This design comes from an exercise in tuning for small area, a short achievable clock period and few clock cycles per item on the open sky130 flow, not from production work. Only simulation tests tie the RTL to the original design; equivalence was not proved.

## encoder_accelerated_value
module encoder_accelerated_value (
    input  logic                          aclk,
    input  logic                          aresetn,
    input  logic                          cfg_valid,
    output logic                          cfg_ready,
    input  logic [eav_pkg::CFG_IDX_W-1:0] cfg_index,
    input  logic [eav_pkg::DATA_W-1:0]    cfg_data,
    input  logic                          s_tvalid,
    output logic                          s_tready,
    input  logic [eav_pkg::DATA_W-1:0]    s_tdata,   
    input  logic                          s_tuser,   
    output logic                          m_tvalid,
    input  logic                          m_tready,
    output logic [eav_pkg::M_DATA_W-1:0]  m_tdata,   
    output logic                          m_tuser    
);
Settings: LEC_CHECK=0, ABC_AREA=1, CAP_MARGIN=20, CORE_MARGIN=2, CORE_UTILIZATION=30, SETUP_SLACK_MARGIN=4, SLEW_MARGIN=20, TNS_END_PERCENT=10; clock period 10.0 ns.
run.sh (not shown) runs the stock make flow with config.mk's settings and CLKGATE_MAP_FILE= SYNTH_SCRIPT=/design/flow/synth_recipe.tcl, a recipe that flattens the netlist after the stock synthesis.
The starting point finished clean.
Testbench counts at the start, summed over its fixed seeds: cycles 6,045, items 4,800.
Edit:
- CORE_UTILIZATION: 30 -> 40
Result: Final area drops by a few percent. Hold slack gets worse by 6.8 ps. Via count came out lower slightly. Routed wire length went down by a few percent. First-iteration DRC count is higher by a few percent.
Edit:
- SETUP_SLACK_MARGIN: 4 -> 3
- worst setup slack gains 43 ps
- final area grows by 1.1%
- hold slack gets better by 3.1 ps
- utilization rose by 0.54 points
Edit:
- SETUP_SLACK_MARGIN: 3 -> 4
- TNS_END_PERCENT: 10 -> 25
After rerunning: The new run finished with timing, DRC and antenna clean. Sequential share of layout area went down by 0.27 points. Setup slack gets worse by 110 ps. Non-clock buffer count went up by 13. Utilization went up by 0.78 points. Via count went up by 1.2%. Register-to-register slack gets worse by 110 ps.


== the reference run ==
Another version of the RTL of encoder_accelerated_value (not shown whole).
For scale: roughly 5200 cells after synthesis, ~360 flip-flops, about 140 I/O pins, roughly 38000 um2 of cells after synthesis.
make LEC_CHECK=0 ABC_AREA=1 CAP_MARGIN=20 CORE_MARGIN=2 CORE_UTILIZATION=40 SETUP_SLACK_MARGIN=2 SLEW_MARGIN=20 finish   # period 10.0 ns
The final layout from the reference run, which completed every stage, passed the timing, design-rule and antenna checks at the end of the flow.
Testbench counts of the reference run, summed over its fixed seeds: cycles 6,037, items 4,800.
The following lists how the trial run was set up differently from the reference run:
--- a/flow/config.mk
+++ b/flow/config.mk
@@ -10,4 +10,4 @@
 export CORE_MARGIN = 2
 export CORE_UTILIZATION = 40
-export SETUP_SLACK_MARGIN = 2
+export SETUP_SLACK_MARGIN = 4
 export SLEW_MARGIN = 20
### Flow results
The trial run ran to completion and came out clean on the timing, design-rule and antenna checks. From the reference run to the trial run the numbers moved as follows: number of buffers added for setup after CTS grew by 178; non-clock buffer area fraction after layout grew by 6.4 points; signed area change from the synthesized netlist to the final layout grew by 19 points; placeable core region held steady; register-to-register slack grew by 0.70 ns. Changes observed in the trial run relative to the reference run: final area increased by 17% relative to the old numbers, final critical-path share of the clock period went down.


## run A
Another version of the RTL of encoder_accelerated_value (not shown whole).
Size: ~290 flip-flops, about 140 I/O pins.
clock: 10.0 ns
lec_check: 0
abc_area: 1
cap_margin: 20
core_margin: 2
core_utilization: 55
setup_slack_margin: 4
slew_margin: 20
tns_end_percent: 10
Run A reached the final stage; the timing, design-rule and antenna checks on its layout passed.
Testbench counts of run A, summed over its fixed seeds: cycles 6,045, items 4,800.
The inputs of run B differ from those of run A as listed below.
Settings: changing CORE_UTILIZATION from 55 to 40; changing TNS_END_PERCENT from 10 to 5; changing SETUP_SLACK_MARGIN from 4 to 5.
Notes after the runs:
Comparing data required time of the worst path for run A and run B, the bigger number came from run B.
Compared with run A, run B shows number of tap cells inserted that has gone up by more than a quarter.
Going from run A to run B, met2 capacity usage during global routing shrank by 15 points; clock input transition at the sequential cells of the worst setup and hold paths held steady.
Number of clock buffers in the layout went down slightly going from run A to run B.
Run B -> run A: number of H-tree branching levels delta 0, exact match
The capture point of the critical path comes out u_dp.ib_d[20]$_DFFE_PP_ in one run and u_dp.b_raw[2]$_SDFF_PN0_ in the other, namely in run A and run B respectively.
sky130_fd_sc_hd__fa_2 as the cell with the biggest individual delay on the critical path was reported by run B, and sky130_fd_sc_hd__xnor2_1 by run A.

separate check: timing with driven ports:
The flow's constraints put no driver on any port. The routed layouts listed below were extracted and timed again, unchanged, in two steps. Step 1 sets driving cells, clkbuf_16 on the clock port and buf_2 on the other inputs (assumed; they add their load-dependent delay and slew). Step 2 times the ports against the registers' clock, not the clock port: input delays grow and output delays shrink by t, the midpoint of the rising clock arrivals with the driver on. a / b / c = no drivers / after step 1 / after step 2; a / b = the first two.
run | t, ns | setup WS [ns] | worst setup path after step 2 | worst data-port slew with drivers (ns)
the first run of note 1 | 0.677 | 1.671 / 1.671 / 1.671 | register to register | 0.10
the second run of note 1 | 0.675 | 2.027 / 2.027 / 2.027 | register to register | 0.05
the third run of note 1 | 0.669 | 2.069 / 2.069 / 2.069 | register to register | 0.06
the fourth run of note 1 | 0.672 | 1.964 / 1.964 / 1.964 | register to register | 0.07
the reference run | 0.690 | 2.269 / 2.269 / 2.269 | register to register | 0.05
the trial run | 0.709 | 2.969 / 2.969 / 2.969 | register to register | 0.05
run A | 0.657 | 1.849 / 1.849 / 1.849 | register to register | 0.04
run B | 0.654 | 2.202 / 2.202 / 2.202 | register to register | 0.06
After both steps every run listed still meets setup and hold.
